This is an optimization exercise on Yosys and OpenROAD, whose aim is small area, a short achievable clock period and few clock cycles per item, not a production implementation. Function was checked by simulation only, so behaviour that the tests miss may differ from the original.

==> flow/design.v (excerpt) <==
module running_mean_variance_stats_top (
  input  wire logic                                    clk,
  input  wire logic                                    rst,
  input  wire logic                                    in_valid,
  output logic                                         in_stall,
  input  wire logic                                    cmd,
  input  wire logic signed [rmvs_pkg::SAMPLE_BITS-1:0] sample,
  output logic                                         out_valid,
  input  wire logic                                    out_stall,
  output logic [rmvs_pkg::COUNT_BITS-1:0]              sample_count,
  output logic signed [rmvs_pkg::TOTAL_BITS-1:0]       total,
  output logic signed [rmvs_pkg::SAMPLE_BITS-1:0]      smallest,
  output logic signed [rmvs_pkg::SAMPLE_BITS-1:0]      largest,
  output logic signed [rmvs_pkg::MEAN_BITS-1:0]        mean_q8,
  output logic [rmvs_pkg::VAR_BITS-1:0]                variance_q8,
  output logic [rmvs_pkg::STD_BITS-1:0]                std_dev_q8,
  output logic                                         has_data,
  output logic                                         variance_valid,
  output logic                                         count_saturated
);
make LEC_CHECK=0 ABC_AREA=1 CAP_MARGIN=5 CORE_MARGIN=2 CORE_UTILIZATION=40 CTS_CLUSTER_DIAMETER=70 CTS_CLUSTER_SIZE=28 SETUP_SLACK_MARGIN=2.2 SLEW_MARGIN=5 finish   # period 9.5 ns
run.sh (not shown) runs the stock make flow with config.mk's settings and CLKGATE_MAP_FILE= SYNTH_SCRIPT=/design/flow/synth_recipe.tcl, a recipe that flattens the netlist after the stock synthesis.
Testbench counts at the start, summed over its fixed seeds: cycles 43,352, items 4,800.
Rerun with:
- CAP_MARGIN: 5 -> 20
- CTS_CLUSTER_DIAMETER: 70 -> default
- CTS_CLUSTER_SIZE: 28 -> default
- SLEW_MARGIN: 5 -> 20
First-iteration DRC count goes up by 1.5%.
Synthesized cell count stays the same.
Die area is unchanged.
Worst setup slack improved by 0.055 ns.
Routed wire length stays flat.
Final area goes up by 0.58%.
Rerun with:
- CORE_UTILIZATION: 40 -> 55
The new run produced a clean layout.
Wire length is lower by a few percent.
Core utilization rises by 17 points.
Global-route usage goes up by 8.9 points.
Hold slack degrades by 0.0061 ns.
Sequential cell count does not change.
Clock skew drops by 0.035 ns.
Setup slack is worse by 0.22 ns.
Count of clock-buffer cells in the layout goes down by 5.
Rerun with:
- CORE_UTILIZATION: 55 -> 40
- SETUP_SLACK_MARGIN: 2.2 -> default
After rerunning: The new run went through all stages and came out clean. Core utilization went down by 20 points. Via count goes down by about 3.4%. Sequential share of layout area increases by 1.4 points. Wire length stays flat. Final area shrinks by 5.5%. Final cell count came out higher by 3.4%. Non-clock buffer count goes down by 189. Maximum frequency came out lower by 16%. Area after synthesis is unchanged.

Setup of v50:
Starting RTL as in the previous note.
clock: 9.5 ns
lec_check: 0
abc_area: 1
cap_margin: 0
core_margin: 2
core_utilization: 40
setup_slack_margin: 2.2
slew_margin: 0
Testbench counts of v50, summed over its fixed seeds: cycles 43,352, items 4,800.
### v50 -> v14
- SLEW_MARGIN: 0 -> 5
- CAP_MARGIN: 0 -> 5
- SETUP_SLACK_MARGIN: 2.2 -> 2.5
==> comparison <==
v14 reached the final stage; the timing, DRC and antenna checks on its layout passed. v14 vs v50, critical path depth went down by 15%. Looking at area growth from synthesis to final layout, v14 sits 4.8 points above v50. Compared v14 against v50; number of instances in the placed design within noise. v14 ended with more cell count than v50. Compared with v50, v14 shows a higher detailed route wirelength on metal3. Setup slack for v14: 65 ps down relative to v50. v14 — cell area after layout 4.1% higher, v50 as reference. Diff v50..v14 | number of pins with negative max-slew slack in the final report | unchanged. Between v50 and v14, share of the core filled with cells increased.
The inputs of v39 differ from those of v14 as listed below.
- swapping 2.5 for 2.2 in SETUP_SLACK_MARGIN
## What came out
Final cycle utilization of the critical path in v39 is 0.68 points lower than in v14
Diff v14 -> v39: slew at the pin closest to its max-slew limit lower, maximum fanout encountered on the critical timing path higher, TritonCTS buffer count higher.
Where first-pass GRT wire length is concerned, v14 is outperformed by v39.
Area growth from synthesis to layout: v14 and v39 compared, lower one is v39
Looking only at instance count on the critical path, and setting everything else aside, the lower value of v14 and v39 goes to v14.
Input-level comparison between v13 and v39:
- SETUP_SLACK_MARGIN: 2.2 -> 2.0
Findings:
The flow did not stop early for v13: all stages ran, and the layout cleared the timing, DRC and antenna checks.
v39 → v13: final hold slack now sits higher, aggregate global-route resource usage shows a reduction of 0.75 points, non-clock buffer count in the final layout went down.
Diff v39 and v13: detailed-route wire length higher in v39
v13 vs. v39: period utilization rose by 1.3 points; number of cells upsized or downsized after cts decreased 77; worst setup slack decreased by 120 ps relative to the old numbers.
Wire length of the first global-routing pass, v13 vs v39: down by a few percent

== v27 ==
running_mean_variance_stats_top, a different RTL version from the one above (not shown whole).
Size in the first run: ~650 flip-flops, roughly 190 I/O pins.
==> flow/design.v (excerpt) <==
module running_mean_variance_stats_top (
  input  wire logic                                    clk,
  input  wire logic                                    rst,
  input  wire logic                                    in_valid,
  output logic                                         in_stall,
  input  wire logic                                    cmd,
  input  wire logic signed [rmvs_pkg::SAMPLE_BITS-1:0] sample,
  output logic                                         out_valid,
  input  wire logic                                    out_stall,
  output logic [rmvs_pkg::COUNT_BITS-1:0]              sample_count,
  output logic signed [rmvs_pkg::TOTAL_BITS-1:0]       total,
  output logic signed [rmvs_pkg::SAMPLE_BITS-1:0]      smallest,
  output logic signed [rmvs_pkg::SAMPLE_BITS-1:0]      largest,
  output logic signed [rmvs_pkg::MEAN_BITS-1:0]        mean_q8,
  output logic [rmvs_pkg::VAR_BITS-1:0]                variance_q8,
  output logic [rmvs_pkg::STD_BITS-1:0]                std_dev_q8,
  output logic                                         has_data,
  output logic                                         variance_valid,
  output logic                                         count_saturated
);
Settings: LEC_CHECK=0, CAP_MARGIN=20, CORE_MARGIN=2, CORE_UTILIZATION=65, SLEW_MARGIN=20; clock period 9.5 ns.
Testbench counts of v27, summed over its fixed seeds: cycles 43,352, items 4,800.
The following lists how v41 was set up differently from v27:
Settings: ABC_AREA now 1, previously not set; CORE_UTILIZATION now 40, was 65.
Results
- Comparing v27 and v41, the lower utilization of the core after routing is on v41.
- Count of buffer and inverter cells on the critical path, v27 and v41, lower one = v27.
- Compared with v27, v41 ends up with more cell area.
- Synthesized instance count sits higher in v41 than in v27.
- v41 -> v27: setup fix buffers added after clock tree synthesis delta 0, exact match
- First-pass GRT wire length (lower): v27
- Row post-route met1 wirelength: v41 higher / v27 lower
- The share of the clock period used by the worst path after layout number comes out higher for v27 vs v41.
## Diff of input files: v53 against v41
Settings: a deleted ABC_AREA that had been 1.
==> comparison <==
Compared with v41, in v53 number of cells in the design after placement fell by 1,239; first-iteration DRC count increased 498.
Sequential-to-total area share from yosys stat delta for v53 relative to v41: 0.26 points higher
On final non-filler cell total: between v41 and v53, it ends up higher for v41.
Setup slack: v53 vs v41 down 0.34 ns
From v41 to v53 the numbers moved as follows: final design instance area without fill now sits higher, core utilization now sits higher, mux share of post-synthesis cell area now sits higher, horizontal die dimension now sits lower, number of distinct standard cells referenced by the synthesized netlist now sits higher.

==> what the ideal ports hide <==
The results above use ideal ports. As a check the final layouts listed here were re-extracted and re-timed, cells and wires unchanged. Step 1: set_driving_cell puts a clkbuf_16 on clk and a buf_2 on each other input, an assumption about the parent block. Step 2 times the ports against the registers' clock, not the clock port: input delays grow and output delays shrink by t, the midpoint of the rising clock arrivals with the driver on. a / b / c = ideal ports / drivers / drivers and shift; a / b = the first two.
run	shift t [ns]	setup slack, ns	hold slack, ns	pins driven straight from the clock port
the first run of note 1	0.736	2.294 / 2.294 / 2.294	0.442 / 0.442 / 0.442	1
the second run of note 1	0.768	2.349 / 2.349 / 2.349	0.435 / 0.435 / 0.435	1
the third run of note 1	0.726	2.126 / 2.126 / 2.126	0.429 / 0.429 / 0.429	1
the fourth run of note 1	0.743	0.700 / 0.700 / 0.700	0.434 / 0.434 / 0.434	1
v50	0.746	2.362 / 2.362 / 2.362	0.426 / 0.426 / 0.426	1
v14	0.748	2.297 / 2.297 / 2.297	0.432 / 0.432 / 0.432	1
v39	0.746	2.362 / 2.362 / 2.362	0.426 / 0.426 / 0.426	1
v13	0.751	2.241 / 2.241 / 2.241	0.442 / 0.442 / 0.442	1
v27	0.738	0.284 / 0.284 / 0.284	0.430 / 0.430 / 0.430	1
v41	0.754	0.782 / 0.782 / 0.782	0.430 / 0.430 / 0.430	1
v53	0.760	0.437 / 0.437 / 0.437	0.431 / 0.431 / 0.431	1
After both steps every run listed still meets setup and hold.
